This design comes from an exercise in tuning for small area and a short achievable clock period on the open sky130 flow, not from production work.
For this run, only the layout was checked, not whether the RTL still works.

===== design.v =====
package xgmii_rx_pkg;
    localparam logic [7:0] XGMII_START = 8'hFB;
    localparam logic [7:0] XGMII_TERM  = 8'hFD;
    localparam logic [7:0] XGMII_IDLE  = 8'h07;
    localparam int DATA_W = 64;
    localparam int LANES  = 8;
    typedef logic [13:0] frame_len_t;
    typedef enum logic [3:0] {
        RUNT,
        FRAGMENT,
        SZ_64,
        SZ_65_127,
        SZ_128_255,
        SZ_256_511,
        SZ_512_1023,
        SZ_1024_MAX,
        OVERSIZE,
        JABBER
    } size_class_t;
    localparam logic [31:0] CRC_PRESET = 32'hFFFF_FFFF;
    function automatic logic [31:0] crc_residue(input logic [2:0] t);
        case (t)
            3'd0:    crc_residue = 32'h842A3990;
            3'd1:    crc_residue = 32'h94784E13;
            3'd2:    crc_residue = 32'h1C759789;
            3'd3:    crc_residue = 32'h19F6EB51;
            3'd4:    crc_residue = 32'h9ADD2096;
            3'd5:    crc_residue = 32'h62932081;
            3'd6:    crc_residue = 32'h4E3D5E5C;
            default: crc_residue = 32'h39DD08E2;
        endcase
    endfunction
endpackage
`timescale 1ns/100ps
module xgmii_frame_parser
(
    input  logic        clk,
    input  logic        inv_aresetn,
    input  logic [63:0] xgmii_data_i,
    input  logic [7:0]  xgmii_ctrl_i,
    output logic [63:0] word_o,
    output logic        word_start_o,
    output logic [2:0]  term_lane_o,
    input  logic        crc_match_i,
    output logic [63:0] axis_tdata_o,
    output logic [7:0]  axis_tkeep_o,
    output logic        axis_tvalid_o,
    output logic        axis_tlast_o,
    output logic        axis_tuser_o,
    output xgmii_rx_pkg::frame_len_t frame_len_o
);
    typedef enum logic [1:0] {
        ST_IDLE,
        ST_DATA,
        ST_TAIL
    } state_t;
    logic [7:0]  lane_data;
    logic [63:0] data_mask;
    logic [2:0]  term_lane;
    logic [7:0]  upper_mask;
    logic        lane_is_term;
    logic        is_start;
    logic        term_ok;
    always_comb begin
        lane_data[0] = ~xgmii_ctrl_i[0];
        for (int i = 1; i < xgmii_rx_pkg::LANES; i++) begin
            lane_data[i] = lane_data[i-1] & ~xgmii_ctrl_i[i];
        end
        for (int i = 0; i < xgmii_rx_pkg::LANES; i++) begin
            data_mask[8*i +: 8] = {8{lane_data[i]}};
        end
    end
    always_comb begin
        term_lane = '0;
        for (int i = xgmii_rx_pkg::LANES - 1; i >= 0; i--) begin
            if (xgmii_ctrl_i[i]) begin
                term_lane = 3'(i);
            end
        end
    end
    assign is_start     = (xgmii_ctrl_i == 8'h01) && (xgmii_data_i[7:0] == xgmii_rx_pkg::XGMII_START);
    assign upper_mask   = 8'hFE << term_lane;
    assign lane_is_term = (xgmii_data_i[8*term_lane +: 8] == xgmii_rx_pkg::XGMII_TERM);
    assign term_ok      = lane_is_term && ((xgmii_ctrl_i & upper_mask) == upper_mask);
    logic        w_ctrl_q;
    logic [2:0]  w_lane_q;
    logic        w_term_ok_q;
    logic        w_start_q;
    logic [63:0] w_data_q;
    logic [63:0] hold_q;
    always_ff @(posedge clk) begin
        w_data_q    <= xgmii_data_i & data_mask;
        w_ctrl_q    <= |xgmii_ctrl_i;
        w_lane_q    <= term_lane;
        w_term_ok_q <= term_ok;
        w_start_q   <= is_start && !inv_aresetn;
        hold_q      <= w_data_q;
    end
    assign word_o       = w_data_q;
    assign word_start_o = w_start_q;
    assign term_lane_o  = w_lane_q;
    state_t      state_q;
    state_t      state_d;
    logic        held_vld_q;
    logic        held_vld_d;
    logic [2:0]  tail_lane_q;
    logic        tail_good_q;
    logic [10:0] words_q;
    logic [10:0] words_d;
    logic        good;
    logic        tvalid_d;
    logic        tlast_d;
    logic [7:0]  tkeep_d;
    logic        tuser_d;
    xgmii_rx_pkg::frame_len_t len_d;
    assign good = crc_match_i && w_term_ok_q;
    always_comb begin
        state_d    = state_q;
        held_vld_d = held_vld_q;
        words_d    = words_q;
        tvalid_d   = 1'b0;
        tlast_d    = 1'b0;
        tkeep_d    = 8'hFF;
        tuser_d    = good;
        len_d      = {words_q, 3'd4};
        case (state_q)
            ST_IDLE: begin
                if (w_start_q) begin
                    state_d    = ST_DATA;
                    held_vld_d = 1'b0;
                    words_d    = '0;
                end
            end
            ST_DATA: begin
                if (!w_ctrl_q) begin
                    tvalid_d   = held_vld_q;
                    held_vld_d = 1'b1;
                    words_d    = words_q + 11'd1;
                end else begin
                    held_vld_d = 1'b0;
                    state_d    = ST_IDLE;
                    tvalid_d   = held_vld_q;
                    if (!w_term_ok_q) begin
                        tlast_d = 1'b1;
                    end else if (w_lane_q < 3'd4) begin
                        tlast_d = 1'b1;
                        tkeep_d = 8'hFF >> (3'd4 - w_lane_q);
                        len_d   = {words_q, w_lane_q};
                    end else if (w_lane_q == 3'd4) begin
                        tlast_d = 1'b1;
                        len_d   = {words_q, w_lane_q};
                    end else begin
                        state_d = ST_TAIL;
                    end
                end
            end
            ST_TAIL: begin
                tvalid_d   = 1'b1;
                tlast_d    = 1'b1;
                tkeep_d    = 8'hFF >> (4'd12 - {1'b0, tail_lane_q});
                tuser_d    = tail_good_q;
                len_d      = {words_q, tail_lane_q};
                held_vld_d = 1'b0;
                if (w_start_q) begin
                    state_d = ST_DATA;
                    words_d = '0;
                end else begin
                    state_d = ST_IDLE;
                end
            end
            default: begin
                state_d = ST_IDLE;
            end
        endcase
    end
    always_ff @(posedge clk) begin
        axis_tdata_o <= hold_q;
        axis_tkeep_o <= tkeep_d;
        axis_tlast_o <= tlast_d;
        axis_tuser_o <= tuser_d;
        words_q      <= words_d;
        tail_lane_q  <= w_lane_q;
        tail_good_q  <= good;
        if (tvalid_d && tlast_d) begin
            frame_len_o <= len_d;
        end
        if (inv_aresetn) begin
            state_q       <= ST_IDLE;
            held_vld_q    <= 1'b0;
            axis_tvalid_o <= 1'b0;
        end else begin
            state_q       <= state_d;
            held_vld_q    <= held_vld_d;
            axis_tvalid_o <= tvalid_d;
        end
    end
endmodule
`timescale 1ns/100ps
module xgmii_crc_check
(
    input  logic        clk,
    input  logic [63:0] word_i,
    input  logic        word_start_i,
    input  logic [2:0]  term_lane_i,
    output logic        crc_match_o
);
    logic [31:0] crc_q;
    logic [31:0] x;
    logic [31:0] d_hi;
    logic [31:0] nxt;
    assign x    = crc_q ^ word_i[31:0];
    assign d_hi = word_i[63:32];
    assign nxt[0] = x[1] ^ x[3] ^ x[4] ^ x[6] ^ x[9] ^ x[10] ^ x[11] ^ x[14] ^ x[16] ^ x[17] ^ x[19] ^ x[20] ^ x[27] ^ x[30] ^ d_hi[0] ^ d_hi[1] ^ d_hi[2] ^ d_hi[3] ^ d_hi[4] ^ d_hi[6] ^ d_hi[7] ^ d_hi[8] ^ d_hi[16] ^ d_hi[20] ^ d_hi[22] ^ d_hi[23] ^ d_hi[26];
    assign nxt[1] = x[0] ^ x[2] ^ x[4] ^ x[5] ^ x[7] ^ x[10] ^ x[11] ^ x[12] ^ x[15] ^ x[17] ^ x[18] ^ x[20] ^ x[21] ^ x[28] ^ x[31] ^ d_hi[1] ^ d_hi[2] ^ d_hi[3] ^ d_hi[4] ^ d_hi[5] ^ d_hi[7] ^ d_hi[8] ^ d_hi[9] ^ d_hi[17] ^ d_hi[21] ^ d_hi[23] ^ d_hi[24] ^ d_hi[27];
    assign nxt[2] = x[0] ^ x[1] ^ x[3] ^ x[5] ^ x[6] ^ x[8] ^ x[11] ^ x[12] ^ x[13] ^ x[16] ^ x[18] ^ x[19] ^ x[21] ^ x[22] ^ x[29] ^ d_hi[0] ^ d_hi[2] ^ d_hi[3] ^ d_hi[4] ^ d_hi[5] ^ d_hi[6] ^ d_hi[8] ^ d_hi[9] ^ d_hi[10] ^ d_hi[18] ^ d_hi[22] ^ d_hi[24] ^ d_hi[25] ^ d_hi[28];
    assign nxt[3] = x[0] ^ x[1] ^ x[2] ^ x[4] ^ x[6] ^ x[7] ^ x[9] ^ x[12] ^ x[13] ^ x[14] ^ x[17] ^ x[19] ^ x[20] ^ x[22] ^ x[23] ^ x[30] ^ d_hi[1] ^ d_hi[3] ^ d_hi[4] ^ d_hi[5] ^ d_hi[6] ^ d_hi[7] ^ d_hi[9] ^ d_hi[10] ^ d_hi[11] ^ d_hi[19] ^ d_hi[23] ^ d_hi[25] ^ d_hi[26] ^ d_hi[29];
    assign nxt[4] = x[0] ^ x[1] ^ x[2] ^ x[3] ^ x[5] ^ x[7] ^ x[8] ^ x[10] ^ x[13] ^ x[14] ^ x[15] ^ x[18] ^ x[20] ^ x[21] ^ x[23] ^ x[24] ^ x[31] ^ d_hi[2] ^ d_hi[4] ^ d_hi[5] ^ d_hi[6] ^ d_hi[7] ^ d_hi[8] ^ d_hi[10] ^ d_hi[11] ^ d_hi[12] ^ d_hi[20] ^ d_hi[24] ^ d_hi[26] ^ d_hi[27] ^ d_hi[30];
    assign nxt[5] = x[1] ^ x[2] ^ x[3] ^ x[4] ^ x[6] ^ x[8] ^ x[9] ^ x[11] ^ x[14] ^ x[15] ^ x[16] ^ x[19] ^ x[21] ^ x[22] ^ x[24] ^ x[25] ^ d_hi[0] ^ d_hi[3] ^ d_hi[5] ^ d_hi[6] ^ d_hi[7] ^ d_hi[8] ^ d_hi[9] ^ d_hi[11] ^ d_hi[12] ^ d_hi[13] ^ d_hi[21] ^ d_hi[25] ^ d_hi[27] ^ d_hi[28] ^ d_hi[31];
    assign nxt[6] = x[1] ^ x[2] ^ x[5] ^ x[6] ^ x[7] ^ x[11] ^ x[12] ^ x[14] ^ x[15] ^ x[19] ^ x[22] ^ x[23] ^ x[25] ^ x[26] ^ x[27] ^ x[30] ^ d_hi[0] ^ d_hi[2] ^ d_hi[3] ^ d_hi[9] ^ d_hi[10] ^ d_hi[12] ^ d_hi[13] ^ d_hi[14] ^ d_hi[16] ^ d_hi[20] ^ d_hi[23] ^ d_hi[28] ^ d_hi[29];
    assign nxt[7] = x[0] ^ x[2] ^ x[3] ^ x[6] ^ x[7] ^ x[8] ^ x[12] ^ x[13] ^ x[15] ^ x[16] ^ x[20] ^ x[23] ^ x[24] ^ x[26] ^ x[27] ^ x[28] ^ x[31] ^ d_hi[1] ^ d_hi[3] ^ d_hi[4] ^ d_hi[10] ^ d_hi[11] ^ d_hi[13] ^ d_hi[14] ^ d_hi[15] ^ d_hi[17] ^ d_hi[21] ^ d_hi[24] ^ d_hi[29] ^ d_hi[30];
    assign nxt[8] = x[1] ^ x[3] ^ x[4] ^ x[7] ^ x[8] ^ x[9] ^ x[13] ^ x[14] ^ x[16] ^ x[17] ^ x[21] ^ x[24] ^ x[25] ^ x[27] ^ x[28] ^ x[29] ^ d_hi[0] ^ d_hi[2] ^ d_hi[4] ^ d_hi[5] ^ d_hi[11] ^ d_hi[12] ^ d_hi[14] ^ d_hi[15] ^ d_hi[16] ^ d_hi[18] ^ d_hi[22] ^ d_hi[25] ^ d_hi[30] ^ d_hi[31];
    assign nxt[9] = x[1] ^ x[2] ^ x[3] ^ x[5] ^ x[6] ^ x[8] ^ x[11] ^ x[15] ^ x[16] ^ x[18] ^ x[19] ^ x[20] ^ x[22] ^ x[25] ^ x[26] ^ x[27] ^ x[28] ^ x[29] ^ d_hi[0] ^ d_hi[2] ^ d_hi[4] ^ d_hi[5] ^ d_hi[7] ^ d_hi[8] ^ d_hi[12] ^ d_hi[13] ^ d_hi[15] ^ d_hi[17] ^ d_hi[19] ^ d_hi[20] ^ d_hi[22] ^ d_hi[31];
    assign nxt[10] = x[1] ^ x[2] ^ x[7] ^ x[10] ^ x[11] ^ x[12] ^ x[14] ^ x[21] ^ x[23] ^ x[26] ^ x[28] ^ x[29] ^ d_hi[0] ^ d_hi[2] ^ d_hi[4] ^ d_hi[5] ^ d_hi[7] ^ d_hi[9] ^ d_hi[13] ^ d_hi[14] ^ d_hi[18] ^ d_hi[21] ^ d_hi[22] ^ d_hi[26];
    assign nxt[11] = x[2] ^ x[3] ^ x[8] ^ x[11] ^ x[12] ^ x[13] ^ x[15] ^ x[22] ^ x[24] ^ x[27] ^ x[29] ^ x[30] ^ d_hi[1] ^ d_hi[3] ^ d_hi[5] ^ d_hi[6] ^ d_hi[8] ^ d_hi[10] ^ d_hi[14] ^ d_hi[15] ^ d_hi[19] ^ d_hi[22] ^ d_hi[23] ^ d_hi[27];
    assign nxt[12] = x[3] ^ x[4] ^ x[9] ^ x[12] ^ x[13] ^ x[14] ^ x[16] ^ x[23] ^ x[25] ^ x[28] ^ x[30] ^ x[31] ^ d_hi[2] ^ d_hi[4] ^ d_hi[6] ^ d_hi[7] ^ d_hi[9] ^ d_hi[11] ^ d_hi[15] ^ d_hi[16] ^ d_hi[20] ^ d_hi[23] ^ d_hi[24] ^ d_hi[28];
    assign nxt[13] = x[4] ^ x[5] ^ x[10] ^ x[13] ^ x[14] ^ x[15] ^ x[17] ^ x[24] ^ x[26] ^ x[29] ^ x[31] ^ d_hi[0] ^ d_hi[3] ^ d_hi[5] ^ d_hi[7] ^ d_hi[8] ^ d_hi[10] ^ d_hi[12] ^ d_hi[16] ^ d_hi[17] ^ d_hi[21] ^ d_hi[24] ^ d_hi[25] ^ d_hi[29];
    assign nxt[14] = x[5] ^ x[6] ^ x[11] ^ x[14] ^ x[15] ^ x[16] ^ x[18] ^ x[25] ^ x[27] ^ x[30] ^ d_hi[0] ^ d_hi[1] ^ d_hi[4] ^ d_hi[6] ^ d_hi[8] ^ d_hi[9] ^ d_hi[11] ^ d_hi[13] ^ d_hi[17] ^ d_hi[18] ^ d_hi[22] ^ d_hi[25] ^ d_hi[26] ^ d_hi[30];
    assign nxt[15] = x[6] ^ x[7] ^ x[12] ^ x[15] ^ x[16] ^ x[17] ^ x[19] ^ x[26] ^ x[28] ^ x[31] ^ d_hi[1] ^ d_hi[2] ^ d_hi[5] ^ d_hi[7] ^ d_hi[9] ^ d_hi[10] ^ d_hi[12] ^ d_hi[14] ^ d_hi[18] ^ d_hi[19] ^ d_hi[23] ^ d_hi[26] ^ d_hi[27] ^ d_hi[31];
    assign nxt[16] = x[1] ^ x[3] ^ x[4] ^ x[6] ^ x[7] ^ x[8] ^ x[9] ^ x[10] ^ x[11] ^ x[13] ^ x[14] ^ x[18] ^ x[19] ^ x[29] ^ x[30] ^ d_hi[1] ^ d_hi[4] ^ d_hi[7] ^ d_hi[10] ^ d_hi[11] ^ d_hi[13] ^ d_hi[15] ^ d_hi[16] ^ d_hi[19] ^ d_hi[22] ^ d_hi[23] ^ d_hi[24] ^ d_hi[26] ^ d_hi[27] ^ d_hi[28];
    assign nxt[17] = x[0] ^ x[2] ^ x[4] ^ x[5] ^ x[7] ^ x[8] ^ x[9] ^ x[10] ^ x[11] ^ x[12] ^ x[14] ^ x[15] ^ x[19] ^ x[20] ^ x[30] ^ x[31] ^ d_hi[2] ^ d_hi[5] ^ d_hi[8] ^ d_hi[11] ^ d_hi[12] ^ d_hi[14] ^ d_hi[16] ^ d_hi[17] ^ d_hi[20] ^ d_hi[23] ^ d_hi[24] ^ d_hi[25] ^ d_hi[27] ^ d_hi[28] ^ d_hi[29];
    assign nxt[18] = x[1] ^ x[3] ^ x[5] ^ x[6] ^ x[8] ^ x[9] ^ x[10] ^ x[11] ^ x[12] ^ x[13] ^ x[15] ^ x[16] ^ x[20] ^ x[21] ^ x[31] ^ d_hi[0] ^ d_hi[3] ^ d_hi[6] ^ d_hi[9] ^ d_hi[12] ^ d_hi[13] ^ d_hi[15] ^ d_hi[17] ^ d_hi[18] ^ d_hi[21] ^ d_hi[24] ^ d_hi[25] ^ d_hi[26] ^ d_hi[28] ^ d_hi[29] ^ d_hi[30];
    assign nxt[19] = x[0] ^ x[2] ^ x[4] ^ x[6] ^ x[7] ^ x[9] ^ x[10] ^ x[11] ^ x[12] ^ x[13] ^ x[14] ^ x[16] ^ x[17] ^ x[21] ^ x[22] ^ d_hi[0] ^ d_hi[1] ^ d_hi[4] ^ d_hi[7] ^ d_hi[10] ^ d_hi[13] ^ d_hi[14] ^ d_hi[16] ^ d_hi[18] ^ d_hi[19] ^ d_hi[22] ^ d_hi[25] ^ d_hi[26] ^ d_hi[27] ^ d_hi[29] ^ d_hi[30] ^ d_hi[31];
    assign nxt[20] = x[4] ^ x[5] ^ x[6] ^ x[7] ^ x[8] ^ x[9] ^ x[12] ^ x[13] ^ x[15] ^ x[16] ^ x[18] ^ x[19] ^ x[20] ^ x[22] ^ x[23] ^ x[27] ^ x[30] ^ d_hi[0] ^ d_hi[3] ^ d_hi[4] ^ d_hi[5] ^ d_hi[6] ^ d_hi[7] ^ d_hi[11] ^ d_hi[14] ^ d_hi[15] ^ d_hi[16] ^ d_hi[17] ^ d_hi[19] ^ d_hi[22] ^ d_hi[27] ^ d_hi[28] ^ d_hi[30] ^ d_hi[31];
    assign nxt[21] = x[0] ^ x[1] ^ x[3] ^ x[4] ^ x[5] ^ x[7] ^ x[8] ^ x[11] ^ x[13] ^ x[21] ^ x[23] ^ x[24] ^ x[27] ^ x[28] ^ x[30] ^ x[31] ^ d_hi[0] ^ d_hi[2] ^ d_hi[3] ^ d_hi[5] ^ d_hi[12] ^ d_hi[15] ^ d_hi[17] ^ d_hi[18] ^ d_hi[22] ^ d_hi[26] ^ d_hi[28] ^ d_hi[29] ^ d_hi[31];
    assign nxt[22] = x[2] ^ x[3] ^ x[5] ^ x[8] ^ x[10] ^ x[11] ^ x[12] ^ x[16] ^ x[17] ^ x[19] ^ x[20] ^ x[22] ^ x[24] ^ x[25] ^ x[27] ^ x[28] ^ x[29] ^ x[30] ^ x[31] ^ d_hi[2] ^ d_hi[7] ^ d_hi[8] ^ d_hi[13] ^ d_hi[18] ^ d_hi[19] ^ d_hi[20] ^ d_hi[22] ^ d_hi[26] ^ d_hi[27] ^ d_hi[29] ^ d_hi[30];
    assign nxt[23] = x[0] ^ x[3] ^ x[4] ^ x[6] ^ x[9] ^ x[11] ^ x[12] ^ x[13] ^ x[17] ^ x[18] ^ x[20] ^ x[21] ^ x[23] ^ x[25] ^ x[26] ^ x[28] ^ x[29] ^ x[30] ^ x[31] ^ d_hi[0] ^ d_hi[3] ^ d_hi[8] ^ d_hi[9] ^ d_hi[14] ^ d_hi[19] ^ d_hi[20] ^ d_hi[21] ^ d_hi[23] ^ d_hi[27] ^ d_hi[28] ^ d_hi[30] ^ d_hi[31];
    assign nxt[24] = x[3] ^ x[5] ^ x[6] ^ x[7] ^ x[9] ^ x[11] ^ x[12] ^ x[13] ^ x[16] ^ x[17] ^ x[18] ^ x[20] ^ x[21] ^ x[22] ^ x[24] ^ x[26] ^ x[29] ^ x[31] ^ d_hi[2] ^ d_hi[3] ^ d_hi[6] ^ d_hi[7] ^ d_hi[8] ^ d_hi[9] ^ d_hi[10] ^ d_hi[15] ^ d_hi[16] ^ d_hi[21] ^ d_hi[23] ^ d_hi[24] ^ d_hi[26] ^ d_hi[28] ^ d_hi[29] ^ d_hi[31];
    assign nxt[25] = x[1] ^ x[3] ^ x[7] ^ x[8] ^ x[9] ^ x[11] ^ x[12] ^ x[13] ^ x[16] ^ x[18] ^ x[20] ^ x[21] ^ x[22] ^ x[23] ^ x[25] ^ d_hi[1] ^ d_hi[2] ^ d_hi[6] ^ d_hi[9] ^ d_hi[10] ^ d_hi[11] ^ d_hi[17] ^ d_hi[20] ^ d_hi[23] ^ d_hi[24] ^ d_hi[25] ^ d_hi[26] ^ d_hi[27] ^ d_hi[29] ^ d_hi[30];
    assign nxt[26] = x[0] ^ x[2] ^ x[4] ^ x[8] ^ x[9] ^ x[10] ^ x[12] ^ x[13] ^ x[14] ^ x[17] ^ x[19] ^ x[21] ^ x[22] ^ x[23] ^ x[24] ^ x[26] ^ d_hi[2] ^ d_hi[3] ^ d_hi[7] ^ d_hi[10] ^ d_hi[11] ^ d_hi[12] ^ d_hi[18] ^ d_hi[21] ^ d_hi[24] ^ d_hi[25] ^ d_hi[26] ^ d_hi[27] ^ d_hi[28] ^ d_hi[30] ^ d_hi[31];
    assign nxt[27] = x[0] ^ x[4] ^ x[5] ^ x[6] ^ x[13] ^ x[15] ^ x[16] ^ x[17] ^ x[18] ^ x[19] ^ x[22] ^ x[23] ^ x[24] ^ x[25] ^ x[30] ^ d_hi[0] ^ d_hi[1] ^ d_hi[2] ^ d_hi[6] ^ d_hi[7] ^ d_hi[11] ^ d_hi[12] ^ d_hi[13] ^ d_hi[16] ^ d_hi[19] ^ d_hi[20] ^ d_hi[23] ^ d_hi[25] ^ d_hi[27] ^ d_hi[28] ^ d_hi[29] ^ d_hi[31];
    assign nxt[28] = x[3] ^ x[4] ^ x[5] ^ x[7] ^ x[9] ^ x[10] ^ x[11] ^ x[18] ^ x[23] ^ x[24] ^ x[25] ^ x[26] ^ x[27] ^ x[30] ^ x[31] ^ d_hi[0] ^ d_hi[4] ^ d_hi[6] ^ d_hi[12] ^ d_hi[13] ^ d_hi[14] ^ d_hi[16] ^ d_hi[17] ^ d_hi[21] ^ d_hi[22] ^ d_hi[23] ^ d_hi[24] ^ d_hi[28] ^ d_hi[29] ^ d_hi[30];
    assign nxt[29] = x[4] ^ x[5] ^ x[6] ^ x[8] ^ x[10] ^ x[11] ^ x[12] ^ x[19] ^ x[24] ^ x[25] ^ x[26] ^ x[27] ^ x[28] ^ x[31] ^ d_hi[0] ^ d_hi[1] ^ d_hi[5] ^ d_hi[7] ^ d_hi[13] ^ d_hi[14] ^ d_hi[15] ^ d_hi[17] ^ d_hi[18] ^ d_hi[22] ^ d_hi[23] ^ d_hi[24] ^ d_hi[25] ^ d_hi[29] ^ d_hi[30] ^ d_hi[31];
    assign nxt[30] = x[0] ^ x[1] ^ x[3] ^ x[4] ^ x[5] ^ x[7] ^ x[10] ^ x[12] ^ x[13] ^ x[14] ^ x[16] ^ x[17] ^ x[19] ^ x[25] ^ x[26] ^ x[28] ^ x[29] ^ x[30] ^ d_hi[3] ^ d_hi[4] ^ d_hi[7] ^ d_hi[14] ^ d_hi[15] ^ d_hi[18] ^ d_hi[19] ^ d_hi[20] ^ d_hi[22] ^ d_hi[24] ^ d_hi[25] ^ d_hi[30] ^ d_hi[31];
    assign nxt[31] = x[0] ^ x[2] ^ x[3] ^ x[5] ^ x[8] ^ x[9] ^ x[10] ^ x[13] ^ x[15] ^ x[16] ^ x[18] ^ x[19] ^ x[26] ^ x[29] ^ x[31] ^ d_hi[0] ^ d_hi[1] ^ d_hi[2] ^ d_hi[3] ^ d_hi[5] ^ d_hi[6] ^ d_hi[7] ^ d_hi[15] ^ d_hi[19] ^ d_hi[21] ^ d_hi[22] ^ d_hi[25] ^ d_hi[31];
    assign crc_match_o = (nxt == xgmii_rx_pkg::crc_residue(term_lane_i));
    always_ff @(posedge clk) begin
        if (word_start_i) begin
            crc_q <= xgmii_rx_pkg::CRC_PRESET;
        end else begin
            crc_q <= nxt;
        end
    end
endmodule
`timescale 1ns/100ps
module rx_frame_stats
#(
    parameter int MAX_FRAME_LEN = 1518
) (
    input  logic        clk,
    input  logic        inv_aresetn,
    input  logic        tvalid_i,
    input  logic        tlast_i,
    input  logic        tuser_i,
    input  xgmii_rx_pkg::frame_len_t frame_len_i,
    output logic        stat_valid_o,
    output logic        stat_crc_ok_o,
    output logic [13:0] stat_len_o,
    output logic [3:0]  stat_size_o,
    output logic [31:0] good_frames_o,
    output logic [31:0] bad_frames_o
);
    logic frame_end;
    function automatic xgmii_rx_pkg::size_class_t classify(input xgmii_rx_pkg::frame_len_t len, input logic crc_ok);
        if (len < 14'd64) begin
            classify = crc_ok ? xgmii_rx_pkg::RUNT : xgmii_rx_pkg::FRAGMENT;
        end else if (len == 14'd64) begin
            classify = xgmii_rx_pkg::SZ_64;
        end else if (len < 14'd128) begin
            classify = xgmii_rx_pkg::SZ_65_127;
        end else if (len < 14'd256) begin
            classify = xgmii_rx_pkg::SZ_128_255;
        end else if (len < 14'd512) begin
            classify = xgmii_rx_pkg::SZ_256_511;
        end else if (len < 14'd1024) begin
            classify = xgmii_rx_pkg::SZ_512_1023;
        end else if (len <= 14'(MAX_FRAME_LEN)) begin
            classify = xgmii_rx_pkg::SZ_1024_MAX;
        end else begin
            classify = crc_ok ? xgmii_rx_pkg::OVERSIZE : xgmii_rx_pkg::JABBER;
        end
    endfunction
    assign frame_end  = tvalid_i && tlast_i;
    assign stat_len_o = frame_len_i;
    always_ff @(posedge clk) begin
        stat_crc_ok_o <= tuser_i;
        stat_size_o   <= classify(frame_len_i, tuser_i);
        if (inv_aresetn) begin
            stat_valid_o  <= 1'b0;
            good_frames_o <= '0;
            bad_frames_o  <= '0;
        end else begin
            stat_valid_o <= frame_end;
            if (frame_end && tuser_i) begin
                good_frames_o <= good_frames_o + 32'd1;
            end
            if (frame_end && !tuser_i) begin
                bad_frames_o <= bad_frames_o + 32'd1;
            end
        end
    end
endmodule
`timescale 1ns/100ps
module xgmii_rx_top
#(
    parameter int MAX_FRAME_LEN = 1518
) (
    input  logic        clk,
    input  logic        inv_aresetn,
    input  logic [63:0] xgmii_data_i,
    input  logic [7:0]  xgmii_ctrl_i,
    output logic [63:0] axis_tdata_o,
    output logic [7:0]  axis_tkeep_o,
    output logic        axis_tvalid_o,
    output logic        axis_tlast_o,
    output logic        axis_tuser_o,
    output logic        stat_valid_o,
    output logic        stat_crc_ok_o,
    output logic [13:0] stat_len_o,
    output logic [3:0]  stat_size_o,
    output logic [31:0] good_frames_o,
    output logic [31:0] bad_frames_o
);
    logic [63:0] word;
    logic        word_start;
    logic [2:0]  term_lane;
    logic        crc_match;
    xgmii_rx_pkg::frame_len_t frame_len;
    xgmii_frame_parser u_parser (
        .clk           (clk),
        .inv_aresetn   (inv_aresetn),
        .xgmii_data_i  (xgmii_data_i),
        .xgmii_ctrl_i  (xgmii_ctrl_i),
        .word_o        (word),
        .word_start_o  (word_start),
        .term_lane_o   (term_lane),
        .crc_match_i   (crc_match),
        .axis_tdata_o  (axis_tdata_o),
        .axis_tkeep_o  (axis_tkeep_o),
        .axis_tvalid_o (axis_tvalid_o),
        .axis_tlast_o  (axis_tlast_o),
        .axis_tuser_o  (axis_tuser_o),
        .frame_len_o   (frame_len)
    );
    xgmii_crc_check u_crc_check (
        .clk          (clk),
        .word_i       (word),
        .word_start_i (word_start),
        .term_lane_i  (term_lane),
        .crc_match_o  (crc_match)
    );
    rx_frame_stats #(
        .MAX_FRAME_LEN (MAX_FRAME_LEN)
    ) u_stats (
        .clk           (clk),
        .inv_aresetn   (inv_aresetn),
        .tvalid_i      (axis_tvalid_o),
        .tlast_i       (axis_tlast_o),
        .tuser_i       (axis_tuser_o),
        .frame_len_i   (frame_len),
        .stat_valid_o  (stat_valid_o),
        .stat_crc_ok_o (stat_crc_ok_o),
        .stat_len_o    (stat_len_o),
        .stat_size_o   (stat_size_o),
        .good_frames_o (good_frames_o),
        .bad_frames_o  (bad_frames_o)
    );
endmodule

===== run.sh =====
#!/bin/bash
# synth_recipe.tcl (not shown) runs the flow's synth.tcl, then flattens the netlist and writes it again
# the make line also repeats each setting of config.mk as NAME=value (left out here)
make -C /OpenROAD-flow-scripts/flow DESIGN_CONFIG=/design/flow/config.mk WORK_HOME=/design/flow/orfs CLKGATE_MAP_FILE= SYNTH_SCRIPT=/design/flow/synth_recipe.tcl finish

===== constraint.sdc =====
create_clock -name core_clock -period 10.5 [get_ports {clk}]
set_input_delay 2.1000 -clock core_clock [delete_from_list [all_inputs] [get_ports {clk}]]
set_output_delay 2.1000 -clock core_clock [all_outputs]
set_load 0.01 [all_outputs]

===== config.mk =====
export PLATFORM = sky130hd
export DESIGN_NAME = xgmii_rx_top
export DESIGN_NICKNAME = xgmii_rx_top
export VERILOG_FILES = /design/flow/design.v
export SDC_FILE = /design/flow/constraint.sdc
export NUM_CORES = 4
export LEC_CHECK = 0
export CAP_MARGIN = 20
export CORE_MARGIN = 2
export CORE_UTILIZATION = 40
export SLEW_MARGIN = 20

==> qor.csv <==
stage;metric;value;unit
status;status;timing/DRC/antenna clean;
detailed_routing;viasPerCell;5.075;
detailed_routing;drt_iter0_markers;853;
placed_design;gp_congestion;0.9859;
detailed_routing;drt_first_pass_iters;5;
timing;slew_violations;0;
yosys;yosys_warnings;3;
yosys;syn_avg_cell_area;11.59;um^2
worst_setup_path;r2r_setup_slack;6250;ps
floorplanning;row_count;75;
clock_network;clock_sinks;343;
timing;slew_headroom;33.26;%
detailed_routing;num_vias;11480;
clock_network;htreeDepth;2;
floorplanning;die_y;209.5;um
detailed_routing;drt-total-wl;52.44;mm
timing;timing.fmax;235.4;MHz
yosys;synth.top_cell.area_share;37.67;%
grt;grt_max_degree;71;
layout;ff_latch_area;0.007117;mm^2
layout;final_cell_mix;dfxtp_1 (318), xnor2_1 (236), clkdlybuf4s50_1 (231), xor2_1 (112), xnor3_1 (108);
placed_design;dpl.hpwl;41.00;mm
worst_setup_path;timing.critical_path.cells;xor2_1 > xor2_1 > xnor3_1 > xnor2_1 > mux2i_1 > nand4_1 > a221o_1 > nor4_1 > and4_1 > mux2_1;
timing;finClkSkew;19.36;ps
detailed_routing;drc;0;
clock_network;clock_path_buffers;3;
floorplanning;core;0.04185;mm^2
clock_network;cts_setup_buffers;0;
yosys;syn-cell-area;0.01690;mm^2
placed_design;place_area;0.01979;mm^2
timing;fin_crit;4248;ps
timing;tightest_slew;994.0;ps
worst_setup_path;critPathLaunchType;flip-flop;
grt;antenna_found_initial;5;
worst_setup_path;crit_slowest_cell;xor2_1;
worst_setup_path;cp-end-kind;flip-flop;
layout;finalInstanceArea;0.02102;mm^2
grt;grt_usage;23.98;%
worst_setup_path;max_stage_delay;810;ps
floorplanning;fp.dieW;209.5;um
layout;nNetsFinal;1787;
clock_network;cts_tree;done;
yosys;syn-num-nets;1553;
grt;grt_pass1_wl;76.33;mm
clock_network;cts_root_buf;clkbuf_16;
worst_setup_path;path_max_fanout;4;
floorplanning;start_util;40.38;%
layout;nFillCells;3699;
worst_hold_path;hp-class;flip-flop to flip-flop;
timing;setup_viol;0;
yosys;ys_seq_elements;343;
clock_network;clkTransAtPathRegs;60;ps
layout;final_common_cell;dfxtp_1;
detailed_routing;wire_per_inst;23.18;um
placed_design;io_buffers;232;
floorplanning;die_area;0.04391;mm^2
layout;multi_input_area;0.009528;mm^2
yosys;synth_edf_count;25;
yosys;yosysUniqueCellTypes;62;
clock_network;postCtsHoldBufs;0;
worst_setup_path;worst-setup-path-type;flip-flop to flip-flop;
timing;period_share;40.46;%
yosys;synth_flop_cell;dfxtp_1;
timing;fin_setup_tns;0;ps
layout;syn_to_final_growth;24.41;%
detailed_routing;ant_nets;0;
worst_setup_path;cpMostUsedCell;xor2_1;
clock_network;cts-resized-gates;0;
run;cap_violations;0;
yosys;async_flop_share;0;%
worst_setup_path;critPathRequiredTime;11010;ps
grt;grt_pass1_vias;11420;
yosys;synth_seq_area_share;42.11;%
clock_network;cts_made_buffers;38;
clock_network;clkLatencyLatePin;560;ps
yosys;netlist_instances;1458;
layout;drive_gt1_share;6.214;%
worst_setup_path;crit_arrival;4750;ps
grt;grt-ovfl-total;0;
timing;rsz0062_at_grt;false;
yosys;yosysTopAreaCell;dfxtp_1;
yosys;synthTopCellsByArea;dfxtp_1 (38%), xnor3_1 (14%), xnor2_1 (12%);
timing;hold_viol;0;
floorplanning;ios;233;
==> critical path, delay by kind of cell (launching register included) <==
family,cells,cell delay [ps]
flip-flops,1,410
AO/OA/AOI/OAI,1,260
multiplexers,2,410
XOR/XNOR,4,2330
AND/OR/NAND/NOR,3,780
==> cells in the mapped netlist, drive strengths merged (4+ instances only) <==
master / number
nor4: 11
or3: 13
nand2b: 9
and2: 51
edfxtp: 25
o2111ai: 4
a21oi: 34
ha: 21
nor2: 105
inv: 21
o21ai: 32
nor2b: 15
clkbuf: 39
nand4: 25
xnor2: 249
nand3: 34
and4: 12
buf: 9
mux2i: 7
nand2: 76
nand4b: 9
xor3: 25
xor2: 115
or2: 9
dfxtp: 318
a32oi: 5
xnor3: 109
nor3: 11
and3: 22
==> path summary, 6_finish.rpt <==
check	start	end	cells after the start
worst max-delay path	u_parser.w_data_q[20]$_DFF_P_	u_parser.axis_tuser_o$_DFF_P_	10
worst min-delay path	u_parser.hold_q[3]$_DFF_P_	u_parser.axis_tdata_o[3]$_DFF_P_	0
worst max register to register	u_parser.w_data_q[20]$_DFF_P_	u_parser.axis_tuser_o$_DFF_P_	10
worst min register to register	u_parser.hold_q[3]$_DFF_P_	u_parser.axis_tdata_o[3]$_DFF_P_	0
==> stage by stage <==
| step | util [%] | hold WS, ps | instances | worst slack, ps |
|---|---|---|---|---|
| global route | 50.23 | 329.0 | 2262 | 6055 |
| global placement | 47.27 | 310.0 | 2191 | 5866 |
| finish | 50.23 | 323.6 | 2262 | 6252 |
| detailed placement | 47.27 | 312.1 | 2191 | 5781 |
| CTS | 50.22 | 326.4 | 2261 | 6371 |
| floorplan | - | 309.6 | 1458 | 6901 |
==> metal layers <==
layer / GRT usage [%] / vias up / share of wire (%)
met3: 3.681 / 106 / 5.3
met2: 40.43 / 369 / 48
met1: 30.93 / 5602 / 43
met5: 0 / - / 0.076
li1: - / 5397 / -
met4: 9.782 / 6 / 3.8
==> cells by family after synthesis <==
family                   count (synthesis)  synth area share, %
multiplexers                             8               0.4813
flip-flops                             343                42.11
AO/OA/AOI/OAI                          108                3.998
buffers and inverters                   69                1.584
AND/OR/NAND/NOR                        411                12.63
XOR/XNOR                               498                37.64
adder cells (fa/ha/maj)                 21                1.555
==> registers in the layout (all words and copies together), names as in the netlist, 2 cells and up <==
signal                 cells
u_crc_check.crc_q         32
u_parser.axis_tdata_o     64
u_parser.axis_tkeep_o      8
u_parser.frame_len_o      14
u_parser.hold_q           64
u_parser.state_q           2
u_parser.tail_lane_q       3
u_parser.w_data_q         64
u_parser.w_lane_q          3
u_parser.words_q          11
u_stats.bad_frames_o      32
u_stats.good_frames_o     32
u_stats.stat_size_o        4
==> final cells by class <==
cell class	instances	area share (%)
antenna	1	0.01190
clock buffer	52	5.106
clock inverter	18	0.7499
inverter	21	0.3749
multi-input combinational	1046	45.32
sequential	343	33.85
tap	539	3.208
timing repair buffer	242	11.38

==> static timing again, ports no longer ideal <==
In the flow no input, the clock included, has a driving cell. The finished layout below was timed again as built, in two steps. Step 1 sets driving cells, clkbuf_16 on the clock port and buf_2 on the other inputs (assumed; they add their load-dependent delay and slew). Step 2, shift: input delay + t, output delay - t, t = (earliest + latest rising clock arrival at the registers) / 2. This alone moves slack from input paths to output paths. Three values: no drivers, after step 1, after step 2; two values: the first two.
t, ns: 0.609
setup slack, ns: 6.252 / 6.252 / 5.884
slew at the worst register clock pin (ns): 0.07 / 0.07
After both steps this run still meets setup and hold. The setup slack of this run moves by 0.000 ns with the drivers and by -0.368 ns with both steps.
